Background: an optimization exercise with open tools, aiming at small area and a short achievable clock period. Do not read the settings as production practice. The RTL was checked by simulation tests, not by an equivalence proof against the original design. No activity file was given, so power comes from the tool's default toggle rates.

<file path="design/flow/constraint.sdc">
create_clock -name core_clock -period 7.0 [get_ports {clk_i}]
set_input_delay 1.4000 -clock core_clock [delete_from_list [all_inputs] [get_ports {clk_i}]]
set_output_delay 1.4000 -clock core_clock [all_outputs]
set_load 0.01 [all_outputs]
</file>
<file path="design/flow/design.v">
module ibexc_data_tag_bridge #(
    parameter logic [31:0] TagBase        = 32'h2001_0000,
    parameter int          NumGranules    = 2048,
    parameter int          MaxOutstanding = 2
) (
    input  logic        clk_i,
    input  logic        rst_ni,
    input  logic        core_req_i,
    output logic        core_gnt_o,
    output logic        core_rvalid_o,
    input  logic        core_we_i,
    input  logic [3:0]  core_be_i,
    input  logic [31:0] core_addr_i,
    input  logic [32:0] core_wdata_i,
    input  logic        core_is_cap_i,
    output logic [32:0] core_rdata_o,
    output logic        core_err_o,
    output logic        bus_req_o,
    input  logic        bus_gnt_i,
    input  logic        bus_rvalid_i,
    output logic        bus_we_o,
    output logic [3:0]  bus_be_o,
    output logic [31:0] bus_addr_o,
    output logic [31:0] bus_wdata_o,
    input  logic [31:0] bus_rdata_i,
    input  logic        bus_err_i,
    output logic        protocol_err_o
);
    localparam int IdxW  = $clog2(NumGranules);    
    localparam int ColW  = 4;
    localparam int RowW  = IdxW - ColW;            
    localparam int NCol  = 1 << ColW;              
    localparam int NRow  = 1 << RowW;              
    localparam int RegW  = IdxW + 3;               
    logic            ne_q;       
    logic            full_q;     
    logic            rd_q;       
    logic            wr_q;       
    logic            perr_q;
    logic            clr_q;      
    logic            pol_q;      
    logic [RowW-1:0] row_q   [2];
    logic [ColW-1:0] col_q   [2];
    logic            wr_en_q [2];    
    logic            wval_q  [2];    
    logic            rd_en_q [2];    
    logic            rflag_q [2];    
    logic [NCol-1:0] rowv_q  [2];    
    logic push, pop;
    assign push = bus_gnt_i & ~full_q;
    assign pop  = bus_rvalid_i & ne_q;
    assign bus_req_o   = core_req_i & ~full_q;
    assign core_gnt_o  = push;
    assign bus_we_o    = core_we_i;
    assign bus_be_o    = core_be_i;
    assign bus_addr_o  = core_addr_i;
    assign bus_wdata_o = core_wdata_i[31:0];
    logic            h_wr, h_wval, h_rflag;
    logic [RowW-1:0] h_row;
    logic [ColW-1:0] h_col;
    logic [NCol-1:0] h_rowv;
    logic [RowW-1:0] hrown_q;      
    assign h_wr    = rd_q ? wr_en_q[1] : wr_en_q[0];
    assign h_wval  = rd_q ? wval_q[1]  : wval_q[0];
    assign h_rflag = rd_q ? rflag_q[1] : rflag_q[0];
    assign h_row   = rd_q ? row_q[1]   : row_q[0];
    assign h_col   = rd_q ? col_q[1]   : col_q[0];
    assign h_rowv  = rd_q ? rowv_q[1]  : rowv_q[0];
    assign core_rvalid_o      = pop;
    assign core_err_o         = pop & bus_err_i;
    assign core_rdata_o[31:0] = rst_ni ? bus_rdata_i : 32'h0;
    assign core_rdata_o[32]   = pop & ~bus_err_i & h_rflag;
    assign protocol_err_o     = perr_q;
    logic wcommit;
    assign wcommit = pop & ~bus_err_i & h_wr;
    logic [NCol-1:0] h_rownew;
    always_comb begin
        for (int c = 0; c < NCol; c++)
            h_rownew[c] = (h_col == c) ? h_wval : h_rowv[c];
    end
    logic            n_in_region;
    logic [RowW-1:0] n_row;
    logic [ColW-1:0] n_col;
    assign n_in_region = (core_addr_i[31:RegW] == TagBase[31:RegW]);
    assign n_row       = core_addr_i[RegW-1:3+ColW];
    assign n_col       = core_addr_i[ColW+2:3];
    logic [NCol-1:0] tags_q [NRow];
    logic [NRow-1:0] rrow;
    logic [NCol-1:0] rowrd;
    always_comb begin
        for (int r = 0; r < NRow; r++) rrow[r] = (n_row == r);
        rowrd = '0;
        for (int r = 0; r < NRow; r++) rowrd = rowrd | (tags_q[r] & {NCol{rrow[r]}});
        rowrd = rowrd ^ {NCol{pol_q}};
    end
    logic            n_same;
    logic [NCol-1:0] n_rowv;
    logic            n_tag;
    assign n_same = wcommit & (h_row == n_row);
    assign n_rowv = clr_q ? '0 : (n_same ? h_rownew : rowrd);
    assign n_tag  = n_rowv[n_col];
    logic [NRow-1:0] wa, wb;
    logic [NCol-1:0] wy;
    logic            wany;
    always_comb begin
        for (int r = 0; r < NRow; r++) begin
            wa[r] = clr_q | (wcommit & (h_row == r));
            wb[r] = ~clr_q & (hrown_q != ~r[RowW-1:0]);
        end
    end
    assign wany = clr_q | wcommit;
    assign wy   = wany ? ~((clr_q ? '0 : h_rownew) ^ {NCol{~pol_q}}) : '1;
    always_ff @(posedge clk_i) begin
        for (int r = 0; r < NRow; r++) begin
            tags_q[r] <= ~((tags_q[r] | {NCol{wa[r]}}) & ({NCol{wb[r]}} | wy));
        end
    end
    always_ff @(posedge clk_i) begin
        for (int k = 0; k < 2; k++) begin
            if (push && (wr_q == (k == 1))) begin
                row_q[k]   <= n_row;
                col_q[k]   <= n_col;
                wr_en_q[k] <= core_we_i & n_in_region;
                wval_q[k]  <= core_is_cap_i & core_wdata_i[32];
                rd_en_q[k] <= ~core_we_i & core_is_cap_i & n_in_region;
                rflag_q[k] <= ~core_we_i & core_is_cap_i & n_in_region & n_tag;
                rowv_q[k]  <= n_rowv;
            end else if (wcommit && (row_q[k] == h_row)) begin
                rowv_q[k]  <= h_rownew;
                if (col_q[k] == h_col) rflag_q[k] <= rd_en_q[k] & h_wval;
            end
        end
    end
    logic rd_next;
    assign rd_next = rd_q ^ pop;
    always_ff @(posedge clk_i) begin
        if (push && (wr_q == rd_next)) hrown_q <= ~n_row;
        else                           hrown_q <= ~(rd_next ? row_q[1] : row_q[0]);
    end
    always_ff @(posedge clk_i or negedge rst_ni) begin
        if (!rst_ni) begin
            ne_q   <= 1'b0;
            full_q <= 1'b0;
            rd_q   <= 1'b0;
            wr_q   <= 1'b0;
            perr_q <= 1'b0;
        end else begin
            if (push) wr_q <= ~wr_q;
            if (pop)  rd_q <= ~rd_q;
            case ({push, pop})
                2'b10: begin
                    ne_q   <= 1'b1;
                    full_q <= ne_q;
                end
                2'b01: begin
                    ne_q   <= full_q;
                    full_q <= 1'b0;
                end
                default: ;
            endcase
            if (bus_rvalid_i && !ne_q) perr_q <= 1'b1;
        end
    end
    always_ff @(posedge clk_i or negedge rst_ni) begin
        if (!rst_ni) clr_q <= 1'b1;
        else         clr_q <= 1'b0;
    end
    always_ff @(posedge clk_i or negedge rst_ni) begin
        if (!rst_ni) pol_q <= 1'b0;
        else         pol_q <= ~pol_q;
    end
endmodule
</file>
<file path="design/flow/run.sh">
#!/bin/bash
# synth_recipe.tcl (not shown) runs the flow's synth.tcl, then flattens the netlist and writes it again
# the make line also repeats each setting of config.mk as NAME=value (left out here)
make -C /OpenROAD-flow-scripts/flow DESIGN_CONFIG=/design/flow/config.mk WORK_HOME=/design/flow/orfs CLKGATE_MAP_FILE= SYNTH_SCRIPT=/design/flow/synth_recipe.tcl finish
</file>
<file path="design/flow/config.mk">
export PLATFORM = sky130hd
export DESIGN_NAME = ibexc_data_tag_bridge
export DESIGN_NICKNAME = ibexc_data_tag_bridge
export VERILOG_FILES = /design/flow/design.v
export SDC_FILE = /design/flow/constraint.sdc
export NUM_CORES = 4
export LEC_CHECK = 0
export CAP_MARGIN = 25
export CORE_MARGIN = 2
export CORE_UTILIZATION = 55
export SETUP_SLACK_MARGIN = 3.5
export SLEW_MARGIN = 35
</file>
==> summary.txt, run 1 <==
Run status
  – Status: stopped before the end
  – Stop stage: global routing
  – Stop err: [ERROR GRT-0116] Global routing finished with congestion. Check the congestion regions in the DRC Viewer.

Yosys
  – Post-synth ARST share: 0.330%
  – Syn_nets: 8486
  – Mapped Area: 0.0817 sq mm
  – Mean Syn Cell Area: 9.75 sq um
  – Distinct cell type count after synthesis: 92
  – Synth Flop Type: dfxtp_1
  – Number of synthesized flops with an enable pin: 62
  – Seq/Total Area, Yosys: 52.9%
  – Ys Warns: 9
  – Gate Count Post-Synth: 8376
  – Yosys reg bits: 2124

Placed design
  – Pre-CTS WS: 374 ps
  – Final HPWL DP: 444000 um
  – Placement Cell Area: 0.0911 sq mm
  – Placer Congestion: 1.44
  – Buffers on Ports: 137

Clock tree
  – CTS buffer count: 209
  – Clock Root Buffer: clkbuf_16
  – Deepest clock path buffer count: 3
  – CTS Sinks: 2124
  – H-tree depth: 4

Global route
  – Maximum number of pins on one net before global-route repair: 104
  – GR Util All Layers: 99.2%
  – Global route total overflow: 6951
  – First-pass GRT wire length: 1050000 um
  – Number of global-route vias before repair: 107431

Floorplanning
  – Starting density of the core: 55.3%
  – Ports: 216
  – Die Span Y: 389 um
  – Die X: 389 um
  – Cell Rows: 141
[power groups by stage]
stage	combinational (W)	clock, W	sequential (W)
after floorplan	0.00310	0	0.0148
after detailed placement	0.00668	0	0.0156
after global placement	0.00633	0	0.0155
after CTS	0.00730	0.0116	0.0153
[cells in the mapped netlist, types with 19 or more instances]
cell type | instances | area [sq um]
o22ai_1 | 2119 | 13300
dfxtp_1 | 2055 | 41100
clkbuf_1 | 743 | 2790
nand3_1 | 459 | 2300
a22oi_1 | 394 | 2960
nand2_1 | 203 | 762
a21oi_1 | 192 | 961
nor2_1 | 149 | 559
nand4_1 | 132 | 826
mux2_2 | 122 | 1370
o21ai_0 | 101 | 505
buf_1 | 95 | 357
buf_4 | 94 | 706
mux2i_1 | 94 | 941
buf_2 | 87 | 435
nor3_1 | 71 | 355
a22o_1 | 70 | 613
nor4_1 | 70 | 438
o21bai_1 | 67 | 503
a21o_1 | 66 | 495
a32oi_1 | 63 | 552
and3_1 | 63 | 394
nand3b_1 | 63 | 473
edfxtp_1 | 62 | 1860
nor3b_1 | 51 | 383
o211ai_1 | 46 | 345
o32ai_1 | 46 | 403
and2_1 | 45 | 282
nor2b_1 | 37 | 231
a32o_1 | 36 | 360
a31oi_1 | 30 | 188
a221oi_1 | 28 | 245
a211o_1 | 23 | 201
a222oi_1 | 23 | 230
and3b_1 | 23 | 201
xnor2_1 | 23 | 201
nand2b_1 | 21 | 131
or4_1 | 21 | 158
o31ai_1 | 19 | 143
[worst min path at each step]
stage / cells past startpoint / endpoint / slack, ps
3_3_place_gp: 1 / tags_q[37][6] / 410
2_1_floorplan: 1 / tags_q[35][13] / 400
4_1_cts: 1 / tags_q[119][2] / 430
3_5_place_dp: 1 / tags_q[112][6] / 420
[layer usage]
layer / GRT usage, % / overflow
met4: 99.8 / 1668
met1: 97.1 / 1063
met5: 88.8 / 138
met3: 94.6 / 1028
met2: 106 / 3054
[kinds of logic after synthesis]
logic type | after synthesis | synth area share (%)
AO/OA/AOI/OAI | 3466 | 28.4
flip-flops | 2124 | 52.9
AND/OR/NAND/NOR | 1485 | 10.0
buffers and inverters | 1046 | 5.41
multiplexers | 222 | 2.93
XOR/XNOR | 31 | 0.332
adder cells (fa/ha/maj) | 1 | 0.0153
other | 1 | 0.00459
[through the flow]
step | instances | utilization [%]
floorplan | 8376 | -
global placement | 10007 | 60.0
detailed placement | 10112 | 61.7
CTS | 10788 | 70.2
[what timing repair did]
action / in CTS
gates cloned: 55
setup endpoints to repair: 2024
pin swaps: 161
setup buffers: 237
gates resized for setup: 771
hold buffers: 0
==> run 2: changes to the inputs <==
--- a/design/flow/design.v
+++ b/design/flow/design.v
@@ -33,4 +33,7 @@
     localparam int NRow  = 1 << RowW;              
     localparam int RegW  = IdxW + 3;               
+    localparam int BnkW  = 3;
+    localparam int NBnk  = 1 << BnkW;              
+    localparam int BRow  = NRow / NBnk;            
     logic            ne_q;       
     logic            full_q;     
@@ -87,9 +90,15 @@
     logic [NCol-1:0] tags_q [NRow];
     logic [NRow-1:0] rrow;
+    logic [NCol-1:0] bankrd [NBnk];
     logic [NCol-1:0] rowrd;
     always_comb begin
         for (int r = 0; r < NRow; r++) rrow[r] = (n_row == r);
+        for (int b = 0; b < NBnk; b++) begin
+            bankrd[b] = '0;
+            for (int i = 0; i < BRow; i++)
+                bankrd[b] = bankrd[b] | (tags_q[b*BRow+i] & {NCol{rrow[b*BRow+i]}});
+        end
         rowrd = '0;
-        for (int r = 0; r < NRow; r++) rowrd = rowrd | (tags_q[r] & {NCol{rrow[r]}});
+        for (int b = 0; b < NBnk; b++) rowrd = rowrd | bankrd[b];
         rowrd = rowrd ^ {NCol{pol_q}};
     end
@@ -101,6 +110,7 @@
     assign n_tag  = n_rowv[n_col];
     logic [NRow-1:0] wa, wb;
-    logic [NCol-1:0] wy;
-    logic            wany;
+    logic [NCol-1:0] wd;
+    logic [NCol-1:0] wy [NBnk];
+    logic [NBnk-1:0] wany;
     always_comb begin
         for (int r = 0; r < NRow; r++) begin
@@ -109,9 +119,14 @@
         end
     end
-    assign wany = clr_q | wcommit;
-    assign wy   = wany ? ~((clr_q ? '0 : h_rownew) ^ {NCol{~pol_q}}) : '1;
+    assign wd = ~((clr_q ? '0 : h_rownew) ^ {NCol{~pol_q}});
+    always_comb begin
+        for (int b = 0; b < NBnk; b++) begin
+            wany[b] = clr_q | (wcommit & (h_row[RowW-1:RowW-BnkW] == b));
+            wy[b]   = wany[b] ? wd : '1;
+        end
+    end
     always_ff @(posedge clk_i) begin
         for (int r = 0; r < NRow; r++) begin
-            tags_q[r] <= ~((tags_q[r] | {NCol{wa[r]}}) & ({NCol{wb[r]}} | wy));
+            tags_q[r] <= ~((tags_q[r] | {NCol{wa[r]}}) & ({NCol{wb[r]}} | wy[r/BRow]));
         end
     end
--- a/design/flow/config.mk
+++ b/design/flow/config.mk
@@ -6,7 +6,7 @@
 export NUM_CORES = 4
 export LEC_CHECK = 0
-export CAP_MARGIN = 25
+export CAP_MARGIN = 20
 export CORE_MARGIN = 2
-export CORE_UTILIZATION = 55
-export SETUP_SLACK_MARGIN = 3.5
+export CORE_UTILIZATION = 40
+export SETUP_SLACK_MARGIN = 3.0
 export SLEW_MARGIN = 35
==> summary.txt, run 2 <==
Yosys
  – Ys Warns: 11
  – Area leader, netlist: dfxtp_1
  – Mean Syn Cell Area: 9.68 sq um
  – Most common cell in the netlist: o22ai_1
  – Synth Flop Type: dfxtp_1
  – Distinct cell type count after synthesis: 92
  – Top cell type's share of synthesized area: 50.9%
  – Mapped Area: 0.0808 sq mm
  – Synth cell count leaders: 2140 x o22ai_1, 2055 x dfxtp_1, 619 x nand3_1
  – Ranking of synthesized cells by area: dfxtp_1 51%, o22ai_1 17%, nand3_1 3.8%, a22oi_1 3.5%, clkbuf_1 2.6%
  – Syn_nets: 8456
  – Gate Count Post-Synth: 8346
  – Post-synth ARST share: 0.330%
  – Seq/Total Area, Yosys: 53.5%
  – Number of synthesized flops with an enable pin: 62
  – Yosys reg bits: 2124

Clock tree
  – Deepest clock path buffer count: 3
  – CTS Sinks: 2124
  – CTS buffer count: 219
  – Hold_buf cts: 0
  – Clock Root Buffer: clkbuf_16
  – H-tree depth: 4

Run status
  – Stop err: [ERROR GRT-0116] Global routing finished with congestion. Check the congestion regions in the DRC Viewer.
  – Stop stage: global routing
  – Status: stopped before the end

Floorplanning
  – Cell Rows: 164
  – Starting density of the core: 40.3%
  – Ports: 216
  – Die X: 453 um
  – Die Span Y: 453 um

Placed design
  – Placer Congestion: 1.54
  – Buffers on Ports: 137
  – Final HPWL DP: 563000 um
  – Pre-CTS WS: 277 ps
  – Placement Cell Area: 0.0922 sq mm
  – DP Cell Count: 11258

Global route
  – First-pass GRT wire length: 1190000 um
  – Number of global-route vias before repair: 109173
  – GR Util All Layers: 84.7%
  – Global route total overflow: 1370
  – Maximum number of pins on one net before global-route repair: 91
[run 2: cell count changes after synthesis, moves of 54 or more]
cell | before | now
clkbuf_1 | 743 | 552
nand3_1 | 459 | 619
nor2_1 | 149 | 251
nand2_1 | 203 | 294
buf_2 | 87 | 177
o21bai_1 | 67 | 2
a21o_1 | 66 | 12
[run 2: cell families after synthesis]
logic type,count (synthesis),share of synthesized area (%)
DFF,2124,53.5
adders and majority gates,1,0.0155
xor gates and xnor gates,40,0.434
other,1,0.00464
and+or+nand+nor,1857,12.3
AOI/OAI and AO/OA,3207,26.1
muxes,191,2.57
buffers and inverters,925,5.06
[run 2: metal layers]
metal | track usage, % | overflow
met5 | 65.3 | 19
met3 | 80.0 | 160
met1 | 85.8 | 125
met2 | 91.4 | 641
met4 | 79.0 | 425
[run 2: worst min-delay path by stage]
stage,from,to,cells past startpoint
floorplan,tags_q[20][9],tags_q[20][9],1
global placement,tags_q[16][5],tags_q[16][5],1
detailed placement,tags_q[4][7],tags_q[4][7],1
CTS,tags_q[4][7],tags_q[4][7],1
[run 2: through the flow]
step / TNS [ps] / total power, W
3_5_place_dp: 0 / 0.0332
4_1_cts: 0 / 0.0466
3_3_place_gp: -1460 / 0.0328
2_1_floorplan: 0 / 0.0241
[run 2: power by group through the flow]
stage,sequential [W],clock [W],combinational (W)
3_3_place_gp,0.0219,0,0.0109
3_5_place_dp,0.0219,0,0.0113
2_1_floorplan,0.0186,0,0.00550
4_1_cts,0.0218,0.0130,0.0118
[run 2: what timing repair did]
action	4_1_cts
gates cloned	27
resized for setup	558
setup buffers	135
endpoints found under the setup margin	1252
endpoints found under the hold margin	0
pin swaps	98
==> run 3: changes to the inputs <==
--- a/design/flow/design.v
+++ b/design/flow/design.v
@@ -63,5 +63,4 @@
     logic [ColW-1:0] h_col;
     logic [NCol-1:0] h_rowv;
-    logic [RowW-1:0] hrown_q;      
     assign h_wr    = rd_q ? wr_en_q[1] : wr_en_q[0];
     assign h_wval  = rd_q ? wval_q[1]  : wval_q[0];
@@ -88,5 +87,4 @@
     assign n_row       = core_addr_i[RegW-1:3+ColW];
     assign n_col       = core_addr_i[ColW+2:3];
-    logic [NCol-1:0] tags_q [NRow];
     logic [NRow-1:0] rrow;
     logic [NCol-1:0] bankrd [NBnk];
@@ -94,9 +92,4 @@
     always_comb begin
         for (int r = 0; r < NRow; r++) rrow[r] = (n_row == r);
-        for (int b = 0; b < NBnk; b++) begin
-            bankrd[b] = '0;
-            for (int i = 0; i < BRow; i++)
-                bankrd[b] = bankrd[b] | (tags_q[b*BRow+i] & {NCol{rrow[b*BRow+i]}});
-        end
         rowrd = '0;
         for (int b = 0; b < NBnk; b++) rowrd = rowrd | bankrd[b];
@@ -116,5 +109,5 @@
         for (int r = 0; r < NRow; r++) begin
             wa[r] = clr_q | (wcommit & (h_row == r));
-            wb[r] = ~clr_q & (hrown_q != ~r[RowW-1:0]);
+            wb[r] = ~clr_q & (h_row != r);
         end
     end
@@ -126,8 +119,16 @@
         end
     end
-    always_ff @(posedge clk_i) begin
-        for (int r = 0; r < NRow; r++) begin
-            tags_q[r] <= ~((tags_q[r] | {NCol{wa[r]}}) & ({NCol{wb[r]}} | wy[r/BRow]));
-        end
+    for (genvar b = 0; b < NBnk; b++) begin : g_bank
+        ibexc_data_tag_bridge_bank #(
+            .NR (BRow),
+            .NC (NCol)
+        ) u_bank (
+            .clk_i  (clk_i),
+            .wa_i   (wa[b*BRow +: BRow]),
+            .wb_i   (wb[b*BRow +: BRow]),
+            .wy_i   (wy[b]),
+            .rsel_i (rrow[b*BRow +: BRow]),
+            .rd_o   (bankrd[b])
+        );
     end
     always_ff @(posedge clk_i) begin
@@ -146,10 +147,4 @@
             end
         end
-    end
-    logic rd_next;
-    assign rd_next = rd_q ^ pop;
-    always_ff @(posedge clk_i) begin
-        if (push && (wr_q == rd_next)) hrown_q <= ~n_row;
-        else                           hrown_q <= ~(rd_next ? row_q[1] : row_q[0]);
     end
     always_ff @(posedge clk_i or negedge rst_ni) begin
@@ -186,2 +181,24 @@
     end
 endmodule
+module ibexc_data_tag_bridge_bank #(
+    parameter int NR = 16,
+    parameter int NC = 16
+) (
+    input  logic          clk_i,
+    input  logic [NR-1:0] wa_i,
+    input  logic [NR-1:0] wb_i,
+    input  logic [NC-1:0] wy_i,
+    input  logic [NR-1:0] rsel_i,
+    output logic [NC-1:0] rd_o
+);
+    logic [NC-1:0] tags_q [NR];
+    always_ff @(posedge clk_i) begin
+        for (int r = 0; r < NR; r++) begin
+            tags_q[r] <= ~((tags_q[r] | {NC{wa_i[r]}}) & ({NC{wb_i[r]}} | wy_i));
+        end
+    end
+    always_comb begin
+        rd_o = '0;
+        for (int r = 0; r < NR; r++) rd_o = rd_o | (tags_q[r] & {NC{rsel_i[r]}});
+    end
+endmodule
--- a/design/flow/config.mk
+++ b/design/flow/config.mk
@@ -9,4 +9,5 @@
 export CORE_MARGIN = 2
 export CORE_UTILIZATION = 40
-export SETUP_SLACK_MARGIN = 3.0
+export SETUP_SLACK_MARGIN = 2.0
 export SLEW_MARGIN = 35
+export SYNTH_HIERARCHICAL = 1
==> summary.txt, run 3 <==
Run status
  – Status: no timing/DRC/antenna violations

Power
  – Sequential share of power: 51.5%
  – Int Pwr: 0.0293 W
  – Comb power frac: 22.0%
  – Net Switching: 0.0139 W
  – Clock share of power: 26.6%
  – Leakage power total: 31.8 nW
  – Sw Share: 32.2%
  – Worst VDD drop: 261 uV
  – P per Cell Area: 495 mW/mm^2

Final layout
  – Leading registers by flop count: g_bank.u_bank.tags_q x2048, rowv_q x32, row_q x14
  – Ratio of cells with drive above 1 in the final layout: 14.0%
  – Commonest non-fill, non-tap cell in the layout: o22ai_1
  – Core Util, Final: 45.5%
  – Most frequent cells in the layout: 2090 x o22ai_1, 2048 x dfxtp_1, 511 x a22o_1
  – Total Nets Final: 7189
  – Max reg flops: 2048
  – Most flops, register: g_bank.u_bank.tags_q
  – Area growth syn-to-layout: 13.4%

Yosys
  – Most common cell in the netlist: o22ai_1
  – Post-synth ARST share: 0.331%
  – Ranking of synthesized cells by area: dfxtp_1 53%, o22ai_1 17%, a221oi_1 5.9%, a22o_1 5.8%, clkbuf_1 3.8%
  – Mapped Area: 0.0770 sq mm
  – Area leader, netlist: dfxtp_1
  – Mean Syn Cell Area: 10.2 sq um
  – Synth cell count leaders: 2092 x o22ai_1, 2048 x dfxtp_1, 776 x clkbuf_1
  – Number of synthesized flops with an enable pin: 62
  – Top cell type's share of synthesized area: 53.2%
  – Syn_nets: 7688
  – Yosys reg bits: 2117
  – Ys Warns: 26
  – Gate Count Post-Synth: 7578
  – Seq/Total Area, Yosys: 55.9%
  – Distinct cell type count after synthesis: 71
  – Synth Flop Type: dfxtp_1

Clock tree
  – Hold_buf cts: 0
  – Clk latency of the worst-skew pair: 890 ps
  – CTS Sinks: 2117
  – CTS tree: done
  – CTS buffer count: 205
  – H-tree depth: 4
  – Deepest clock path buffer count: 3
  – Clock Root Buffer: clkbuf_16
  – Clock transition at path regs: 60 ps

Critical path
  – Slowest CP cell: nor4_1
  – Worst Path Class, Setup: in2reg
  – Worst flop-to-flop path startpoint: rd_q
  – Worst setup SP type: input pin
  – Worst path required time: 7740 ps
  – Worst R2R End: g_bank[4].u_bank.tags_q[1][11]
  – Worst setup path endpoint: rflag_q[1]
  – Crit path DAT: 5850 ps
  – Slowest cell delay on critical path: 860 ps
  – Crit path cell chain: clkdlybuf4s50_1 -> buf_12 -> nand3b_1 -> buf_12 -> clkbuf_16 -> nor2_1 -> buf_4 -> a22o_1 -> a221oi_1 -> nand4_1 -> nor4_1 -> nand2_1 -> xnor2_1 -> nand4_1 -> a41oi_1 -> o32ai_2 -> o21ai_1
  – R2r setup slk: 2270 ps
  – Reg2Reg Depth: 8
  – Critical path origin: core_addr_i[11]
  – Kind of end point of the critical path: flop
  – CP max FO: 16

STA
  – Peak Freq: 0.195 GHz
  – Period utilisation layout: 73.1%
  – Unrepaired setup endpoints after global routing: no
  – Relative slew slack: 31.0%
  – Tmin final: 5120 ps
  – Final Max Slew Viols: 0
  – Fin Clk Skew: 80.3 ps
  – Setup TNS: 0 ps
  – Final hold vios: 0
  – Final Setup Violations: 0
  – Slew @ Worst Pin: 1040 ps

Floorplanning
  – Starting density of the core: 40.1%
  – Cell Rows: 161
  – Ports: 216
  – Die X: 443 um
  – Die Span Y: 443 um
  – Full die area: 0.196 sq mm
  – Total core area: 0.192 sq mm

Route
  – Starting DRC count in detailed routing: 7507
  – Iteration count of the initial detailed-routing pass: 6
  – DRC Markers: 0
  – Final WL: 293000 um
  – Vias post-DR: 66191
  – Vias per cell: 6.76
  – Post-route ant nets: 0
  – Routed len/inst: 29.9 um

Global route
  – Maximum number of pins on one net before global-route repair: 69
  – GR Util All Layers: 28.3%
  – Initial antenna violation count: 12
  – Global route total overflow: 0
  – First-pass GRT wire length: 424000 um
  – Number of global-route vias before repair: 61820

Worst hold path
  – Hold Crit Depth: 1
  – Min-delay worst type: reg2reg

Placed design
  – Placer Congestion: 1.00
  – Final HPWL DP: 197000 um
  – Buffers on Ports: 137

Job
  – Max Cap Viol: 0
-- run 3: cell types whose count changed after synthesis, moves of 53 or more --
cell,change
buf_2,-53
a32oi_1,-68
nor2_1,+54
o21ai_0,-66
clkbuf_1,+224
a22o_1,+474
nand3_1,-602
a21oi_1,-164
a22oi_1,-376
buf_6,+94
a221oi_1,+506
mux2_2,-117
-- run 3: cells by family (layout without fill, tap and decap cells) --
family,count (synthesis),after routing,share of synthesized area [%]
xor gates and xnor gates,46,46,0.523
AOI/OAI and AO/OA,3218,3218,29.5
muxes,42,42,0.604
DFF,2117,2117,55.9
and+or+nand+nor,957,959,5.71
other,1,4,0.00487
buffers and inverters,1196,875,7.76
adders and majority gates,1,1,0.0162
-- run 3: worst min-delay path by stage --
stage / startpoint / to / slack, ps
after floorplan: g_bank[0].u_bank.tags_q[0][14] / g_bank[0].u_bank.tags_q[0][14] / 420
after global placement: g_bank[1].u_bank.tags_q[0][14] / g_bank[1].u_bank.tags_q[0][14] / 430
after detailed placement: g_bank[1].u_bank.tags_q[1][14] / g_bank[1].u_bank.tags_q[1][14] / 440
after CTS: g_bank[2].u_bank.tags_q[0][14] / g_bank[2].u_bank.tags_q[0][14] / 450
after global routing: g_bank[5].u_bank.tags_q[0][14] / g_bank[5].u_bank.tags_q[0][14] / 460
final: g_bank[2].u_bank.tags_q[0][14] / g_bank[2].u_bank.tags_q[0][14] / 450
-- run 3: area by class of cell --
class,count,area [sq um]
Fill cell,17688,105000
Sequential cell,2117,43000
Multi-Input combinational cell,4267,29900
Clock buffer,297,6050
Timing Repair Buffer,470,4110
Tap cell,2526,3160
Clock inverter,90,1030
Inverter,18,67.6
Antenna cell,3,7.51
-- run 3: through the flow --
stage | hold slack [ps] | total power [W] | area [sq um] | instances | worst slack [ps]
6_report | 449 | 0.0433 | 87400 | 9788 | 1880
5_1_grt | 459 | 0.0451 | 87400 | 9786 | 1980
4_1_cts | 447 | 0.0428 | 86400 | 9769 | 2000
3_5_place_dp | 438 | 0.0313 | 78700 | 9379 | -41.8
3_3_place_gp | 430 | 0.0306 | 78300 | 9369 | 38.4
2_1_floorplan | 423 | 0.0279 | 77000 | 7578 | 2130
-- run 3: power groups by stage --
stage,logic [W],registers [W],clock network (W)
CTS,0.00915,0.0221,0.0116
global route,0.0101,0.0230,0.0121
floorplan,0.00661,0.0213,0
global placement,0.00865,0.0220,0
detailed placement,0.00912,0.0222,0
finish,0.00950,0.0223,0.0115
-- run 3: layer usage --
metal | wire (um) | track usage, %
met3 | 32500 | 7.84
met2 | 124000 | 41.1
met4 | 20100 | 17.6
met1 | 116000 | 37.2
met5 | 204 | 0.317
-- run 3: worst max-delay path, delay by kind of cell --
kind            cells  cell delay, ps
compound gates      5            1160
xor+xnor            1             310
buf+inv             5            1240
simple gates        6            1670
-- run 3: repair_timing --
item / in CTS / in global routing
gates cloned: 0 / 3
hold endpoints to repair: 0 / 0
gates resized for setup: 109 / 143
pin swaps: 25 / 56
endpoints found under the setup margin: 28 / 2
setup buffers: 3 / 12
==> run 4: changes to the inputs <==
--- a/design/flow/design.v
+++ b/design/flow/design.v
@@ -104,19 +104,9 @@
     logic [NRow-1:0] wa, wb;
     logic [NCol-1:0] wd;
-    logic [NCol-1:0] wy [NBnk];
-    logic [NBnk-1:0] wany;
     always_comb begin
-        for (int r = 0; r < NRow; r++) begin
-            wa[r] = clr_q | (wcommit & (h_row == r));
-            wb[r] = ~clr_q & (h_row != r);
-        end
+        for (int r = 0; r < NRow; r++) wa[r] = clr_q | (wcommit & (h_row == r));
     end
+    assign wb = ~wa;
     assign wd = ~((clr_q ? '0 : h_rownew) ^ {NCol{~pol_q}});
-    always_comb begin
-        for (int b = 0; b < NBnk; b++) begin
-            wany[b] = clr_q | (wcommit & (h_row[RowW-1:RowW-BnkW] == b));
-            wy[b]   = wany[b] ? wd : '1;
-        end
-    end
     for (genvar b = 0; b < NBnk; b++) begin : g_bank
         ibexc_data_tag_bridge_bank #(
@@ -127,5 +117,5 @@
             .wa_i   (wa[b*BRow +: BRow]),
             .wb_i   (wb[b*BRow +: BRow]),
-            .wy_i   (wy[b]),
+            .wy_i   (wd),
             .rsel_i (rrow[b*BRow +: BRow]),
             .rd_o   (bankrd[b])
--- a/design/flow/config.mk
+++ b/design/flow/config.mk
@@ -9,5 +9,7 @@
 export CORE_MARGIN = 2
 export CORE_UTILIZATION = 40
-export SETUP_SLACK_MARGIN = 2.0
+export CTS_BUF_LIST = sky130_fd_sc_hd__clkbuf_8
+export CTS_CLUSTER_SIZE = 20
+export SETUP_SLACK_MARGIN = 3.0
 export SLEW_MARGIN = 35
 export SYNTH_HIERARCHICAL = 1
==> summary.txt, run 4 <==
Yosys
  – Most common cell in the netlist: o22ai_1
  – Post-synth ARST share: 0.331%
  – Syn_nets: 7627
  – Yosys reg bits: 2117
  – Ys Warns: 24
  – Mapped Area: 0.0768 sq mm
  – Gate Count Post-Synth: 7517
  – Mean Syn Cell Area: 10.2 sq um
  – Synth cell count leaders: 2082 x o22ai_1, 2048 x dfxtp_1, 763 x clkbuf_1
  – Top cell type's share of synthesized area: 53.4%
  – Seq/Total Area, Yosys: 56.0%
  – Number of synthesized flops with an enable pin: 62
  – Ranking of synthesized cells by area: dfxtp_1 53%, o22ai_1 17%, a221oi_1 5.9%, a22o_1 5.9%, clkbuf_1 3.7%
  – Synth Flop Type: dfxtp_1
  – Area leader, netlist: dfxtp_1
  – Distinct cell type count after synthesis: 65

Final layout
  – Most frequent cells in the layout: 2082 x o22ai_1, 2048 x dfxtp_1, 509 x a22o_1
  – Max reg flops: 2048
  – Leading registers by flop count: g_bank.u_bank.tags_q x2048, rowv_q x32, row_q x14
  – Area growth syn-to-layout: 14.8%
  – Ratio of cells with drive above 1 in the final layout: 16.7%
  – Total Nets Final: 7371
  – Most flops, register: g_bank.u_bank.tags_q
  – FILL cells: 17746
  – Commonest non-fill, non-tap cell in the layout: o22ai_1

Floorplanning
  – Die X: 442 um
  – Cell Rows: 160
  – Ports: 216
  – Full die area: 0.196 sq mm
  – Starting density of the core: 40.3%
  – Die Span Y: 442 um
  – Total core area: 0.191 sq mm

STA
  – Unrepaired setup endpoints after global routing: yes
  – Peak Freq: 0.228 GHz
  – Worst-case hold slack: 255 ps
  – Fin Clk Skew: 76.5 ps
  – Final setup margin: 2620 ps
  – Relative slew slack: 31.6%
  – Period utilisation layout: 62.6%
  – Setup TNS: 0 ps
  – Final Max Slew Viols: 0
  – Final Setup Violations: 0
  – Slew @ Worst Pin: 1030 ps
  – Final hold vios: 0
  – Tmin final: 4380 ps

Critical path
  – Crit path DAT: 5190 ps
  – Reg2Reg Depth: 10
  – Worst setup SP type: input pin
  – Kind of end point of the critical path: flop
  – Worst Path Class, Setup: in2reg
  – CP max FO: 15
  – Worst path required time: 7810 ps

Route
  – Routed len/inst: 28.0 um
  – Vias per cell: 6.58
  – Starting DRC count in detailed routing: 6765
  – Iteration count of the initial detailed-routing pass: 6
  – Final WL: 281000 um
  – DRC Markers: 0
  – Post-route ant nets: 0
  – Vias post-DR: 65927

Global route
  – Maximum number of pins on one net before global-route repair: 129
  – Global route total overflow: 0
  – Number of global-route vias before repair: 62347
  – First-pass GRT wire length: 411000 um
  – Initial antenna violation count: 6
  – GR Util All Layers: 27.1%

Clock tree
  – Hold_buf cts: 0
  – H-tree depth: 5
  – Clock Root Buffer: clkbuf_8
  – CTS Sinks: 2117
  – Deepest clock path buffer count: 4
  – CTS buffer count: 355
  – Clock transition at path regs: 60 ps
  – CTS tree: done
  – Clk latency of the worst-skew pair: 1070 ps

Placed design
  – Placer Congestion: 0.975
  – Buffers on Ports: 137
  – Pre-CTS WS: 193 ps
  – Final HPWL DP: 178000 um

Run status
  – Status: no timing/DRC/antenna violations

Power
  – P per Cell Area: 399 mW/mm^2
  – Overall Power: 0.0352 W
  – Worst VDD drop: 339 uV
  – Leakage power total: 33.6 nW

Worst hold path
  – Min-delay worst type: in2async

Job
  – Max Cap Viol: 0
==> run 4: cell types whose count changed after synthesis, moves of 6 or more <==
| cell | change |
|---|---|
| inv_1 | +127 |
| nor2_1 | -121 |
| nand2_1 | -40 |
| a21oi_1 | -22 |
| clkbuf_1 | -13 |
| nor3_1 | +12 |
| o21ai_0 | +11 |
| o22ai_1 | -10 |
| mux2_2 | +7 |
| xnor2_1 | +7 |
| and2_1 | -6 |
| and3_1 | +6 |
| mux2i_1 | +6 |
==> run 4: per-stage QoR <==
| step | cell area (sq um) | std cells | utilization (%) |
|---|---|---|---|
| floorplan | 77100 | 7517 | - |
| global placement | 78500 | 9336 | 41.2 |
| detailed placement | 78600 | 9337 | 41.3 |
| CTS | 87300 | 9973 | 45.8 |
| global route | 88200 | 10014 | 46.3 |
| finish | 88200 | 10016 | 46.3 |
==> run 4: cells by family (layout without fill, tap and decap cells) <==
kind of cell / count (synthesis) / in the layout / share of synthesized area [%]
adders and majority gates: 1 / 1 / 0.0163
other: 1 / 6 / 0.00488
AOI/OAI and AO/OA: 3188 / 3188 / 29.3
DFF: 2117 / 2117 / 56.0
xor gates and xnor gates: 50 / 50 / 0.570
and+or+nand+nor: 802 / 803 / 4.98
muxes: 53 / 53 / 0.775
buffers and inverters: 1305 / 1287 / 8.32
==> run 4: worst paths after layout <==
path / endpoint / slack [ps] / from
min reg2reg: g_bank[5].u_bank.tags_q[1][14] / 450 / g_bank[5].u_bank.tags_q[1][14]
max: rflag_q[1] / 2620 / core_addr_i[10]
max in group asynchronous: clr_q / 6450 / rst_ni
max reg2reg: rflag_q[1] / 2960 / rd_q
min: full_q / 260 / rst_ni
min in group core_clock: g_bank[5].u_bank.tags_q[1][14] / 450 / g_bank[5].u_bank.tags_q[1][14]
==> run 4: where the power goes <==
| group | switching, W | leakage, nW | internal, W |
|---|---|---|---|
| logic | 0.00441 | 11.8 | 0.00252 |
| registers | 0.00187 | 17.8 | 0.0156 |
| clock network | 0.00494 | 4.00 | 0.00586 |
==> run 4: cell type report <==
cell class,count,area [sq um],area share (%)
Timing Repair Buffer,550,5060,5.73
Multi-Input combinational cell,4096,29500,33.5
Clock inverter,147,708,0.803
Sequential cell,2117,43000,48.8
Antenna cell,5,12.5,0.0142
Clock buffer,449,6180,7.01
Inverter,141,532,0.603
Tap cell,2511,3140,3.56
==> run 4: what timing repair did <==
action                                  4_1_cts  5_1_grt
hold endpoints to repair                      0        0
gates resized for setup                     301      121
setup buffers                                35       37
pin swaps                                    89       80
cloned                                        5        1
endpoints found under the setup margin      423      168
==> run 4: layer usage <==
| layer | vias up | wire length (um) | global-route usage [%] | part of all wire (%) |
|---|---|---|---|---|
| met5 | - | 11 | 0 | 0.0039 |
| met3 | 678 | 24900 | 5.87 | 8.9 |
| met4 | 2 | 12700 | 12.4 | 4.5 |
| met2 | 3305 | 126000 | 41.7 | 45 |
| li1 | 28757 | - | - | - |
| met1 | 33185 | 117000 | 36.4 | 42 |
==> run 4: critical path, stage by stage <==
cell and delay, ps:
buf_6 130, nor2b_4 170, nand2_1 130, buf_4 190, nor2_1 80, buf_4 230, a221oi_2 380, nand4_1 460
nor4_2 360, buf_4 200, nand2_1 90, xnor2_2 160, nor2_1 70, mux2_4 290, a32o_2 270, o32ai_4 350
buf_6 150, o21ai_2 40
==> run 5: changes to the inputs <==
==> design/flow/flow/run.sh (new file) <==
#!/bin/bash
# The standard layout (standard.sh), with plain buffers rather than delay
# cells on the ports. standard.sh's output goes to standard.log.
set -o pipefail
export BUFFER_PORTS_ARGS="-buffer_cell sky130_fd_sc_hd__buf_2"
bash standard.sh > standard.log 2>&1
==> design/flow/standard.sh (new file) <==
#!/bin/bash
# synth_recipe.tcl (not shown) runs the flow's synth.tcl, then flattens the netlist and writes it again
# the make line also repeats each setting of config.mk as NAME=value (left out here)
make -C /OpenROAD-flow-scripts/flow DESIGN_CONFIG=/design/flow/config.mk WORK_HOME=/design/flow/orfs CLKGATE_MAP_FILE= SYNTH_SCRIPT=/design/flow/synth_recipe.tcl "${@:-finish}"
removed: design/flow/run.sh
==> summary.txt, run 5 <==
STA
  – Final hold vios: 0
  – Slew @ Worst Pin: 1090 ps
  – Tmin final: 4540 ps
  – Unrepaired setup endpoints after global routing: yes
  – Relative slew slack: 27.4%
  – Peak Freq: 0.220 GHz
  – Worst-case hold slack: 320 ps
  – Period utilisation layout: 64.9%
  – Setup TNS: 0 ps
  – Final Max Slew Viols: 0
  – Final Setup Violations: 0
  – Fin Clk Skew: 102 ps

Global route
  – Number of global-route vias before repair: 62085
  – Global route total overflow: 0
  – Initial antenna violation count: 7
  – GR Util All Layers: 27.6%
  – Maximum number of pins on one net before global-route repair: 129
  – First-pass GRT wire length: 418000 um

Critical path
  – Critical path origin: core_addr_i[11]
  – Crit-path leading delay family: simple AND/OR/NAND/NOR gates
  – Crit path DAT: 5470 ps
  – Kind of end point of the critical path: flop
  – Crit path cell chain: buf_16 -> or3b_4 -> buf_4 -> nor2_2 -> buf_6 -> a22o_1 -> a221oi_4 -> nand4_1 -> nor4_4 -> buf_4 -> nand2_4 -> xnor2_2 -> nand2_1 -> mux4_2 -> o211ai_1 -> o32ai_2 -> buf_4 -> o21ai_2
  – Slowest CP cell: nor4_4
  – Most used cell, CP: buf_4
  – Slowest cell delay on critical path: 600 ps
  – CP max FO: 15
  – Worst setup SP type: input pin
  – Worst Path Class, Setup: in2reg
  – Worst flop-to-flop path startpoint: rd_q
  – Worst path required time: 7930 ps
  – Buffers & Inverters on Critical Path: 5

Route
  – DRC Markers: 0
  – Iteration count of the initial detailed-routing pass: 8
  – Vias per cell: 6.65
  – Post-route ant nets: 0
  – Final WL: 286000 um
  – Routed len/inst: 28.6 um
  – Vias post-DR: 66458
  – Starting DRC count in detailed routing: 8046

Placed design
  – Placer Congestion: 0.976
  – Placement Cell Area: 0.0773 sq mm
  – Buffers on Ports: 137
  – Final HPWL DP: 178000 um

Yosys
  – Synth Flop Type: dfxtp_1
  – Post-synth ARST share: 0.331%
  – Most common cell in the netlist: o22ai_1
  – Yosys reg bits: 2117
  – Synth cell count leaders: 2082 x o22ai_1, 2048 x dfxtp_1, 763 x clkbuf_1
  – Ys Warns: 24
  – Seq/Total Area, Yosys: 56.0%
  – Mapped Area: 0.0768 sq mm
  – Syn_nets: 7627
  – Gate Count Post-Synth: 7517
  – Top cell type's share of synthesized area: 53.4%
  – Ranking of synthesized cells by area: dfxtp_1 53%, o22ai_1 17%, a221oi_1 5.9%, a22o_1 5.9%, clkbuf_1 3.7%
  – Area leader, netlist: dfxtp_1
  – Number of synthesized flops with an enable pin: 62
  – Mean Syn Cell Area: 10.2 sq um
  – Distinct cell type count after synthesis: 65

Clock tree
  – CTS buffer count: 362
  – CTS tree: done
  – Clock transition at path regs: 60 ps
  – Deepest clock path buffer count: 4
  – Clk latency of the worst-skew pair: 1150 ps
  – H-tree depth: 5
  – CTS Sinks: 2117
  – Clock Root Buffer: clkbuf_8

Final layout
  – Most flops, register: g_bank.u_bank.tags_q
  – Max reg flops: 2048
  – Commonest non-fill, non-tap cell in the layout: o22ai_1
  – Post-Layout Inst Area: 0.0876 sq mm
  – Most frequent cells in the layout: 2082 x o22ai_1, 2048 x dfxtp_1, 511 x a22o_1
  – Ratio of cells with drive above 1 in the final layout: 18.2%
  – Area growth syn-to-layout: 14.1%
  – Core Util, Final: 46.0%
  – Leading registers by flop count: g_bank.u_bank.tags_q x2048, rowv_q x32, row_q x14
  – Total Nets Final: 7336

Floorplanning
  – Total core area: 0.191 sq mm
  – Full die area: 0.196 sq mm
  – Die X: 442 um
  – Cell Rows: 160
  – Starting density of the core: 40.3%
  – Ports: 216
  – Die Span Y: 442 um

Power
  – Leakage power total: 33.5 nW
  – Worst VDD drop: 238 uV
  – Overall Power: 0.0356 W
  – P per Cell Area: 406 mW/mm^2

Worst hold path
  – Min-delay worst type: in2async

Job
  – Max Cap Viol: 0

Run status
  – Status: no timing/DRC/antenna violations
[run 5: cell counts after synthesis]
No cell type changed its count.
[run 5: logic make-up after synthesis]
kind of cell	count (synthesis)	synth area share [%]
fa+ha+maj	1	0.0163
xor+xnor	50	0.570
buf+inv	1305	8.32
mux	53	0.775
compound gates	3188	29.3
simple gates	802	4.98
flops	2117	56.0
other cells	1	0.00488
[run 5: timing repair]
action	CTS	global route
pin swaps	86	69
hold buffers	0	0
endpoints found under the setup margin	551	331
setup buffers	81	19
gates cloned	10	0
gates resized for setup	276	112
[run 5: worst paths after layout]
kind                                                  endpoint  slack, ps  cells past startpoint
worst max register to register                      rflag_q[0]       2740                     10
worst max-delay path                                rflag_q[0]       2460                     18
worst min-delay path                                    perr_q        320                      1
min in group core_clock         g_bank[6].u_bank.tags_q[0][15]        450                      1
max in group asynchronous                                 rd_q       6260                      1
worst min register to register  g_bank[6].u_bank.tags_q[0][15]        450                      1
[run 5: area by class of cell]
| type | count | area [sq um] |
|---|---|---|
| Clock buffer | 468 | 6440 |
| Clock inverter | 144 | 731 |
| Multi-Input combinational cell | 4096 | 29700 |
| Antenna cell | 7 | 17.5 |
| Sequential cell | 2117 | 43000 |
| Fill cell | 17640 | 103000 |
| Inverter | 141 | 532 |
| Timing Repair Buffer | 508 | 4060 |
| Tap cell | 2511 | 3140 |
[run 5: stage by stage]
step | std cells | worst slack [ps]
after global placement | 9258 | 678
final | 9992 | 2460
after floorplan | 7517 | 2730
after global routing | 9991 | 2590
after CTS | 9963 | 2780
after detailed placement | 9260 | 637
[run 5: per-layer routing]
metal	global-route usage, %	vias up	wire [um]	part of all wire (%)
met4	13.5	2	14700	5.1
met1	37.9	33233	119000	42
met5	0	-	18	0.0063
met2	40.7	3797	124000	43
li1	-	28680	-	-
met3	6.60	746	28800	10
[run 5: worst register-to-register path, stage by stage, from the launching register on]
cell     delay, ps
dfrtp_2        380
buf_8          390
mux2i_2        650
xnor2_1        230
or4_1          900
nor2_8         370
mux2_4         330
a32o_1         240
o32ai_2        270
buf_4          190
o21ai_2         60
[run 5: power by group]
part | switching, W | total [W] | internal, W | leakage [nW]
Clock | 0.00498 | 0.0111 | 0.00612 | 4.12
Sequential | 0.00189 | 0.0175 | 0.0156 | 17.8
Combinational | 0.00456 | 0.00704 | 0.00248 | 11.6
==> run 6: changes to the inputs <==
--- a/design/flow/design.v
+++ b/design/flow/design.v
@@ -50,4 +50,9 @@
     logic            rflag_q [2];    
     logic [NCol-1:0] rowv_q  [2];    
+    logic            rowi_q  [2];
+    logic            np_q;
+    logic            nt_raw_q;       
+    logic            nt_fh_q;        
+    logic            nt_fv_q;
     logic push, pop;
     assign push = bus_gnt_i & ~full_q;
@@ -59,14 +64,19 @@
     assign bus_addr_o  = core_addr_i;
     assign bus_wdata_o = core_wdata_i[31:0];
+    logic nt_tag;
+    assign nt_tag = nt_fh_q ? nt_fv_q : (nt_raw_q ^ ~pol_q);
     logic            h_wr, h_wval, h_rflag;
+    logic            h_rd_en, h_new;
     logic [RowW-1:0] h_row;
     logic [ColW-1:0] h_col;
     logic [NCol-1:0] h_rowv;
+    assign h_new   = np_q & (rd_q != wr_q);
     assign h_wr    = rd_q ? wr_en_q[1] : wr_en_q[0];
     assign h_wval  = rd_q ? wval_q[1]  : wval_q[0];
-    assign h_rflag = rd_q ? rflag_q[1] : rflag_q[0];
+    assign h_rd_en = rd_q ? rd_en_q[1] : rd_en_q[0];
+    assign h_rflag = h_new ? (h_rd_en & nt_tag) : (rd_q ? rflag_q[1] : rflag_q[0]);
     assign h_row   = rd_q ? row_q[1]   : row_q[0];
     assign h_col   = rd_q ? col_q[1]   : col_q[0];
-    assign h_rowv  = rd_q ? rowv_q[1]  : rowv_q[0];
+    assign h_rowv  = rd_q ? (rowv_q[1] ^ {NCol{rowi_q[1]}}) : (rowv_q[0] ^ {NCol{rowi_q[0]}});
     assign core_rvalid_o      = pop;
     assign core_err_o         = pop & bus_err_i;
@@ -89,24 +99,30 @@
     logic [NRow-1:0] rrow;
     logic [NCol-1:0] bankrd [NBnk];
-    logic [NCol-1:0] rowrd;
+    logic [NCol-1:0] rowraw;     
     always_comb begin
         for (int r = 0; r < NRow; r++) rrow[r] = (n_row == r);
-        rowrd = '0;
-        for (int b = 0; b < NBnk; b++) rowrd = rowrd | bankrd[b];
-        rowrd = rowrd ^ {NCol{pol_q}};
-    end
-    logic            n_same;
-    logic [NCol-1:0] n_rowv;
-    logic            n_tag;
+        rowraw = '0;
+        for (int b = 0; b < NBnk; b++) rowraw = rowraw | bankrd[b];
+    end
+    logic            n_same, n_fwd;
     assign n_same = wcommit & (h_row == n_row);
-    assign n_rowv = clr_q ? '0 : (n_same ? h_rownew : rowrd);
-    assign n_tag  = n_rowv[n_col];
+    assign n_fwd  = clr_q | n_same;
     logic [NRow-1:0] wa, wb;
     logic [NCol-1:0] wd;
-    always_comb begin
-        for (int r = 0; r < NRow; r++) wa[r] = clr_q | (wcommit & (h_row == r));
-    end
-    assign wb = ~wa;
+    logic [NCol-1:0] wy [NBnk];
+    logic [NBnk-1:0] wany;
+    always_comb begin
+        for (int r = 0; r < NRow; r++) begin
+            wa[r] = clr_q | (wcommit & (h_row == r));
+            wb[r] = ~clr_q & (h_row != r);
+        end
+    end
     assign wd = ~((clr_q ? '0 : h_rownew) ^ {NCol{~pol_q}});
+    always_comb begin
+        for (int b = 0; b < NBnk; b++) begin
+            wany[b] = clr_q | (wcommit & (h_row[RowW-1:RowW-BnkW] == b));
+            wy[b]   = wany[b] ? wd : '1;
+        end
+    end
     for (genvar b = 0; b < NBnk; b++) begin : g_bank
         ibexc_data_tag_bridge_bank #(
@@ -117,8 +133,13 @@
             .wa_i   (wa[b*BRow +: BRow]),
             .wb_i   (wb[b*BRow +: BRow]),
-            .wy_i   (wd),
+            .wy_i   (wy[b]),
             .rsel_i (rrow[b*BRow +: BRow]),
             .rd_o   (bankrd[b])
         );
+    end
+    always_ff @(posedge clk_i) begin
+        nt_raw_q <= rowraw[n_col];
+        nt_fh_q  <= clr_q | (n_same & (h_col == n_col));
+        nt_fv_q  <= ~clr_q & h_wval;
     end
     always_ff @(posedge clk_i) begin
@@ -130,9 +151,15 @@
                 wval_q[k]  <= core_is_cap_i & core_wdata_i[32];
                 rd_en_q[k] <= ~core_we_i & core_is_cap_i & n_in_region;
-                rflag_q[k] <= ~core_we_i & core_is_cap_i & n_in_region & n_tag;
-                rowv_q[k]  <= n_rowv;
-            end else if (wcommit && (row_q[k] == h_row)) begin
-                rowv_q[k]  <= h_rownew;
-                if (col_q[k] == h_col) rflag_q[k] <= rd_en_q[k] & h_wval;
+                rowv_q[k]  <= n_fwd ? (clr_q ? '0 : h_rownew) : rowraw;
+                rowi_q[k]  <= ~n_fwd & pol_q;
+            end else begin
+                if (wcommit && (row_q[k] == h_row)) begin
+                    rowv_q[k] <= h_rownew;
+                    rowi_q[k] <= 1'b0;
+                end
+                if (wcommit && (row_q[k] == h_row) && (col_q[k] == h_col))
+                    rflag_q[k] <= rd_en_q[k] & h_wval;
+                else if (np_q && (wr_q != (k == 1)))
+                    rflag_q[k] <= rd_en_q[k] & nt_tag;
             end
         end
@@ -145,5 +172,7 @@
             wr_q   <= 1'b0;
             perr_q <= 1'b0;
+            np_q   <= 1'b0;
         end else begin
+            np_q <= push;
             if (push) wr_q <= ~wr_q;
             if (pop)  rd_q <= ~rd_q;
==> design/flow/flow/run.sh (replaced) <==
#!/bin/bash
# The standard layout (standard.sh), with plain buffers rather than delay
# cells on the ports and no dummy clock loads. standard.sh's output goes to
# standard.log.
set -o pipefail
export BUFFER_PORTS_ARGS="-buffer_cell sky130_fd_sc_hd__buf_2"
export CTS_ARGS="-sink_clustering_enable -repair_clock_nets -dont_use_dummy_load -sink_clustering_size 24 -sink_clustering_max_diameter 50"
bash standard.sh > standard.log 2>&1
--- a/design/flow/config.mk
+++ b/design/flow/config.mk
@@ -9,7 +9,7 @@
 export CORE_MARGIN = 2
 export CORE_UTILIZATION = 40
-export CTS_BUF_LIST = sky130_fd_sc_hd__clkbuf_8
-export CTS_CLUSTER_SIZE = 20
-export SETUP_SLACK_MARGIN = 3.0
+export CTS_CLUSTER_DIAMETER = 50
+export CTS_CLUSTER_SIZE = 24
+export SETUP_SLACK_MARGIN = 3.6
 export SLEW_MARGIN = 35
 export SYNTH_HIERARCHICAL = 1
==> summary.txt, run 6 <==
Critical path
  – CP max FO: 11
  – Worst setup SP type: input pin
  – Kind of end point of the critical path: flop
  – Worst Path Class, Setup: in2reg
  – Crit path DAT: 4760 ps
  – Worst flop-to-flop path startpoint: rd_q
  – Critical path origin: core_addr_i[13]
  – Worst path required time: 7690 ps

Final layout
  – Non-filler instance count after layout: 9672
  – Total Nets Final: 7252
  – Commonest non-fill, non-tap cell in the layout: o22ai_1
  – Ratio of cells with drive above 1 in the final layout: 21.2%
  – Leading registers by flop count: g_bank.u_bank.tags_q x2048, rowv_q x32, row_q x14
  – Most flops, register: g_bank.u_bank.tags_q
  – Most frequent cells in the layout: 2092 x o22ai_1, 2051 x dfxtp_1, 509 x a22o_1
  – Max reg flops: 2048
  – Area growth syn-to-layout: 14.0%
  – FILL cells: 17773

STA
  – Period utilisation layout: 58.2%
  – Setup TNS: 0 ps
  – Unrepaired setup endpoints after global routing: yes
  – Slew @ Worst Pin: 1050 ps
  – Relative slew slack: 29.8%
  – Peak Freq: 0.246 GHz
  – Fin Clk Skew: 106 ps
  – Final hold vios: 0
  – Final Setup Violations: 0
  – Tmin final: 4070 ps
  – Final Max Slew Viols: 0

Yosys
  – Number of synthesized flops with an enable pin: 64
  – Mapped Area: 0.0775 sq mm
  – Ys Warns: 28
  – Syn_nets: 7656
  – Post-synth ARST share: 0.377%
  – Synth Flop Type: dfxtp_1
  – Synth cell count leaders: 2096 x o22ai_1, 2051 x dfxtp_1, 770 x clkbuf_1
  – Distinct cell type count after synthesis: 66
  – Most common cell in the netlist: o22ai_1
  – Yosys reg bits: 2123
  – Ranking of synthesized cells by area: dfxtp_1 53%, o22ai_1 17%, a221oi_1 5.9%, a22o_1 5.8%, clkbuf_1 3.7%
  – Mean Syn Cell Area: 10.3 sq um
  – Area leader, netlist: dfxtp_1
  – Seq/Total Area, Yosys: 55.7%
  – Gate Count Post-Synth: 7546
  – Top cell type's share of synthesized area: 53.0%

Power
  – P per Cell Area: 473 mW/mm^2
  – Leakage power total: 32.4 nW
  – Worst VDD drop: 310 uV

Clock tree
  – H-tree depth: 4
  – CTS tree: done
  – Deepest clock path buffer count: 3
  – CTS buffer count: 157
  – CTS Sinks: 2123
  – Clk latency of the worst-skew pair: 840 ps
  – Clock Root Buffer: clkbuf_16
  – Clock transition at path regs: 70 ps
  – Hold_buf cts: 0

Route
  – Post-route ant nets: 0
  – Starting DRC count in detailed routing: 8443
  – Iteration count of the initial detailed-routing pass: 9
  – Routed wl met3: 35700 um
  – Vias post-DR: 67105
  – Final WL: 314000 um
  – Routed len/inst: 32.5 um
  – WL met2: 133000 um
  – DRC Markers: 0
  – M1 WL: 120000 um
  – Vias per cell: 6.94
  – Top layer in use: met5

Floorplanning
  – Starting density of the core: 40.2%
  – Ports: 216
  – Total core area: 0.193 sq mm
  – Die X: 444 um
  – Full die area: 0.197 sq mm
  – Cell Rows: 161
  – Die Span Y: 444 um

Global route
  – First-pass GRT wire length: 448000 um
  – Initial antenna violation count: 6
  – Number of global-route vias before repair: 62489
  – GR Util All Layers: 30.3%
  – Maximum number of pins on one net before global-route repair: 42
  – Global route total overflow: 0

Job
  – Max Cap Viol: 0

Placed design
  – Final HPWL DP: 204000 um
  – Placer Congestion: 1.04
  – Buffers on Ports: 137
  – DP Cell Count: 9360

Run status
  – Status: no timing/DRC/antenna violations

Worst hold path
  – Min-delay worst type: in2async
-- run 6: cell types whose count changed after synthesis, moves of 16 or more --
cell	before	now
a31o_2	0	16
mux2_2	19	2
nor2_1	184	285
nor4_1	45	8
mux2i_1	30	11
xor2_1	8	46
nor3_1	23	4
inv_1	140	9
buf_2	122	140
xnor2_1	42	11
a21o_1	4	23
or4_1	2	32
-- run 6: worst max-delay path, cell delays in order --
cell       delay [ps]
buf_16            120
nand3b_1          220
buf_6             160
clkbuf_16         130
nor2_2             80
buf_6             160
a22o_1            240
a221oi_4          290
nand4_1           500
or4_4             710
nor2_4            110
mux4_2            240
mux2i_1            80
mux2_2            270
-- run 6: worst paths after layout --
| check | to | cells after the start | slack [ps] |
|---|---|---|---|
| worst max register to register | g_bank[7].u_bank.tags_q[8][10] | 8 | 3580 |
| worst min-delay path | full_q | 1 | 370 |
| max in group asynchronous | clr_q | 1 | 6410 |
| min in group core_clock | g_bank[7].u_bank.tags_q[0][15] | 1 | 450 |
| worst max-delay path | nt_raw_q | 14 | 2930 |
| worst min register to register | g_bank[7].u_bank.tags_q[0][15] | 1 | 450 |
-- run 6: kinds of logic (layout without fill, tap and decap cells) --
kind of cell / after synthesis / count (layout) / synth area share (%)
fa+ha+maj: 1 / 1 / 0.0161
flops: 2123 / 2123 / 55.7
compound gates: 3236 / 3236 / 29.8
buf+inv: 1203 / 796 / 7.82
mux: 22 / 22 / 0.378
other cells: 1 / 7 / 0.00484
simple gates: 888 / 889 / 5.36
xor+xnor: 72 / 72 / 0.959
-- run 6: layer usage --
metal	up-vias	global-route usage [%]
li1	28477	-
met1	33520	38.3
met2	4038	44.1
met3	1064	9.47
met5	-	0
met4	6	20.8
-- run 6: final cells by class --
cell class / instances / area (sq um) / share of cell area, %
multi-input cells: 4221 / 32600 / 36.9
well taps: 2526 / 3160 / 3.58
diodes: 6 / 15.0 / 0.0170
inverters: 10 / 37.5 / 0.0425
repair buffers: 629 / 5430 / 6.15
clock buffers: 157 / 3930 / 4.45
flip-flops and latches: 2123 / 43200 / 48.9
-- run 6: through the flow --
stage	cell area (sq um)	hold slack, ps	worst slack, ps	total power (W)	util (%)
finish	88300	370	2930	0.0418	45.9
floorplan	78200	423	2970	0.0285	-
CTS	87200	370	3080	0.0411	45.3
global placement	78700	431	1010	0.0317	40.8
global route	88300	358	2980	0.0434	45.9
detailed placement	78900	438	1100	0.0323	41.0
-- run 6: report_power, final --
group | total, W | switching (W) | internal [W]
clock | 0.00807 | 0.00413 | 0.00394
sequential | 0.0228 | 0.00408 | 0.0188
combinational | 0.0109 | 0.00620 | 0.00468
-- run 6: what timing repair did --
item | 4_1_cts | 5_1_grt
pin swaps | 119 | 47
resized for setup | 658 | 148
setup endpoints to repair | 2116 | 1026
gates cloned | 8 | 2
buffers inserted | 100 | 39
==> run 7: changes to the inputs <==
--- a/design/flow/config.mk
+++ b/design/flow/config.mk
@@ -8,7 +8,8 @@
 export CAP_MARGIN = 20
 export CORE_MARGIN = 2
-export CORE_UTILIZATION = 40
+export CORE_UTILIZATION = 55
 export CTS_CLUSTER_DIAMETER = 50
 export CTS_CLUSTER_SIZE = 24
+export PLACE_DENSITY = 0.72
 export SETUP_SLACK_MARGIN = 3.6
 export SLEW_MARGIN = 35
==> summary.txt, run 7 <==
Placed design
  – DP Cell Count: 8652
  – Buffers on Ports: 137
  – Placer Congestion: 1.06
  – Final HPWL DP: 190000 um

STA
  – Final hold vios: 0
  – Fin Clk Skew: 95.5 ps
  – Unrepaired setup endpoints after global routing: yes
  – Relative slew slack: 25.7%
  – Slew @ Worst Pin: 1110 ps
  – Final Max Slew Viols: 0
  – Final Setup Violations: 0
  – Peak Freq: 0.247 GHz
  – Setup TNS: 0 ps
  – Period utilisation layout: 57.8%
  – Tmin final: 4040 ps

Critical path
  – Worst path required time: 7700 ps
  – Most used cell, CP: buf_4
  – Slowest cell delay on critical path: 650 ps
  – Worst setup SP type: input pin
  – CP max FO: 16
  – Crit path DAT: 4740 ps
  – Worst Path Class, Setup: in2reg
  – Slowest CP cell: a221oi_1
  – Kind of end point of the critical path: flop
  – Crit path cell chain: buf_16 -> buf_4 -> nand3_4 -> buf_6 -> nor2_1 -> buf_4 -> a221oi_1 -> nand4_1 -> or4_4 -> nor2_4 -> mux4_2 -> mux2i_1 -> mux2_4

Global route
  – Number of global-route vias before repair: 62846
  – Global route total overflow: 0
  – First-pass GRT wire length: 429000 um
  – Initial antenna violation count: 7
  – GR Util All Layers: 39.9%
  – Maximum number of pins on one net before global-route repair: 43

Route
  – Starting DRC count in detailed routing: 9909
  – Iteration count of the initial detailed-routing pass: 9
  – Vias post-DR: 68728
  – Post-route ant nets: 0
  – Vias per cell: 7.58
  – Final WL: 302000 um
  – DRC Markers: 0
  – Routed len/inst: 33.3 um

Floorplanning
  – Full die area: 0.144 sq mm
  – Cell Rows: 137
  – Starting density of the core: 55.5%
  – Die Span Y: 379 um
  – Total core area: 0.140 sq mm
  – Ports: 216
  – Die X: 379 um

Yosys
  – Mapped Area: 0.0775 sq mm
  – Most common cell in the netlist: o22ai_1
  – Number of synthesized flops with an enable pin: 64
  – Synth Flop Type: dfxtp_1
  – Combinational family with the most area after synthesis: compound AO/OA/AOI/OAI gates
  – Post-synthesis compound-gate area fraction: 29.8%
  – Post-synthesis xor/xnor area fraction: 0.959%
  – Simple-gate portion of the synthesized area: 5.36%
  – Proportion of synthesized area in mux cells: 0.378%
  – Post-synth ARST share: 0.377%
  – Distinct cell type count after synthesis: 66
  – Adder-cell area share of the yosys netlist: 0.0161%
  – Area leader, netlist: dfxtp_1
  – Ranking of synthesized cells by area: dfxtp_1 53%, o22ai_1 17%, a221oi_1 5.9%, a22o_1 5.8%, clkbuf_1 3.7%
  – Seq/Total Area, Yosys: 55.7%
  – Mean Syn Cell Area: 10.3 sq um
  – Synth cell count leaders: 2096 x o22ai_1, 2051 x dfxtp_1, 770 x clkbuf_1
  – Yosys reg bits: 2123
  – Ys Warns: 28
  – Gate Count Post-Synth: 7546
  – Syn_nets: 7656
  – Top cell type's share of synthesized area: 53.0%

Clock tree
  – CTS buffer count: 159
  – Clock Root Buffer: clkbuf_16
  – CTS tree: done
  – H-tree depth: 4
  – Deepest clock path buffer count: 3
  – Hold_buf cts: 0
  – CTS Sinks: 2123
  – Clock transition at path regs: 70 ps
  – Clk latency of the worst-skew pair: 870 ps

Power
  – Comb power frac: 26.4%
  – P per Cell Area: 473 mW/mm^2
  – Sw Share: 34.5%
  – Sequential share of power: 54.3%
  – Worst VDD drop: 310 uV
  – Net Switching: 0.0145 W
  – Int Pwr: 0.0276 W
  – Clock share of power: 19.3%
  – Overall Power: 0.0420 W
  – Leakage power total: 33.0 nW

Worst hold path
  – Min-delay worst type: in2async

Final layout
  – Commonest non-fill, non-tap cell in the layout: o22ai_1
  – Most frequent cells in the layout: 2086 x o22ai_1, 2051 x dfxtp_1, 501 x a22o_1
  – Most flops, register: g_bank.u_bank.tags_q
  – Total Nets Final: 7292
  – Leading registers by flop count: g_bank.u_bank.tags_q x2048, rowv_q x32, row_q x14
  – Ratio of cells with drive above 1 in the final layout: 22.8%
  – Area growth syn-to-layout: 14.8%
  – Non-filler instance count after layout: 9069
  – Max reg flops: 2048

Run status
  – Status: no timing/DRC/antenna violations

Job
  – Max Cap Viol: 0
## run 7: cell count changes in the layout (fill, tap and decap cells not counted), moves of 17 or more
| cell | change |
|---|---|
| a221oi_1 | -17 |
| a221oi_4 | +25 |
| buf_6 | +20 |
| nand2_1 | -43 |
| nand2_2 | +37 |
| nor2_4 | +17 |
## run 7: through the flow
stage / utilization (%) / setup slack (ps) / cell area, sq um / hold slack [ps]
after detailed placement: 55.5 / 882 / 77500 / 438
after global placement: 55.4 / 916 / 77400 / 431
final: 63.7 / 2960 / 89000 / 424
after CTS: 62.1 / 3100 / 86700 / 396
after global routing: 63.7 / 3040 / 88900 / 417
after floorplan: - / 2970 / 78200 / 423
## run 7: critical path, delay by kind of cell
kind,cells,cell delay [ps]
AOI/OAI and AO/OA,1,650
buffers and inverters,4,750
muxes,3,570
and+or+nand+nor,5,1330
## run 7: kinds of logic after synthesis
logic type                 Yosys count
DFF                               2123
adders and majority gates            1
buffers and inverters             1203
muxes                               22
xor gates and xnor gates            72
AOI/OAI and AO/OA                 3236
and+or+nand+nor                    888
other                                1
## run 7: worst paths after layout
kind / to / slack, ps / cells after the start / start
max: nt_raw_q / 2960 / 13 / core_addr_i[7]
max in group asynchronous: clr_q / 6320 / 1 / rst_ni
min in group core_clock: g_bank[3].u_bank.tags_q[0][14] / 450 / 1 / g_bank[3].u_bank.tags_q[0][14]
min: rd_q / 420 / 1 / rst_ni
min reg2reg: g_bank[3].u_bank.tags_q[0][14] / 450 / 1 / g_bank[3].u_bank.tags_q[0][14]
max reg2reg: g_bank[1].u_bank.tags_q[5][7] / 3510 / 6 / rd_q
## run 7: cell type report
type / count / area [sq um]
fillers: 10683 / 50700
flip-flops and latches: 2123 / 43200
multi-input cells: 4220 / 33400
repair buffers: 668 / 5950
clock buffers: 159 / 3980
well taps: 1876 / 2350
inverters: 10 / 38.8
diodes: 13 / 32.5
## run 7: power groups by stage
stage,registers (W),clock network (W),logic (W)
floorplan,0.0214,0,0.00711
global placement,0.0221,0,0.00910
detailed placement,0.0224,0,0.00954
CTS,0.0225,0.00807,0.0102
global route,0.0235,0.00853,0.0115
finish,0.0228,0.00811,0.0111
## run 7: metal layers
| metal | global-route usage (%) | wire [um] |
|---|---|---|
| met3 | 13.5 | 41400 |
| met1 | 51.5 | 112000 |
| met2 | 56.5 | 125000 |
| met5 | 0.617 | 49 |
| met4 | 26.1 | 24500 |
## run 7: repair_timing
item | in CTS | in global routing
setup buffers | 142 | 83
setup endpoints to repair | 2119 | 1913
cloned | 8 | 6
pin swaps | 129 | 98
gates resized for setup | 731 | 224

-- separate check: timing with driven ports --
How much do the figures lean on ideal ports? The routed layouts below were timed once more, with nothing changed but the port constraints.
Step 1 assumes that a clkbuf_16 drives the clock port and a buf_2 every other input.
Step 2 adds t to the input delays and takes it off the output delays; t is the mean of the earliest and latest rising clock arrival at the registers after step 1. Input paths then give back, and output paths get back, about the clock's delay inside the block.
Three values: no drivers, after step 1, after step 2; two values: the first two.
run	t (ns)	slack for setup (ns)	worst slew at a driven data input, ns
run 3	0.941	1.883 / 1.950 / 1.009	0.12
run 4	1.126	2.618 / 2.665 / 1.539	0.08
run 5	1.168	2.460 / 2.430 / 1.262	0.15
run 6	0.896	2.928 / 2.873 / 1.977	0.15
run 7	0.899	2.956 / 2.860 / 1.960	0.28
After both steps every run listed still meets setup and hold. The setup slack of run 5, which loses most, moves by -0.030 ns with the drivers and by -1.198 ns with both steps.
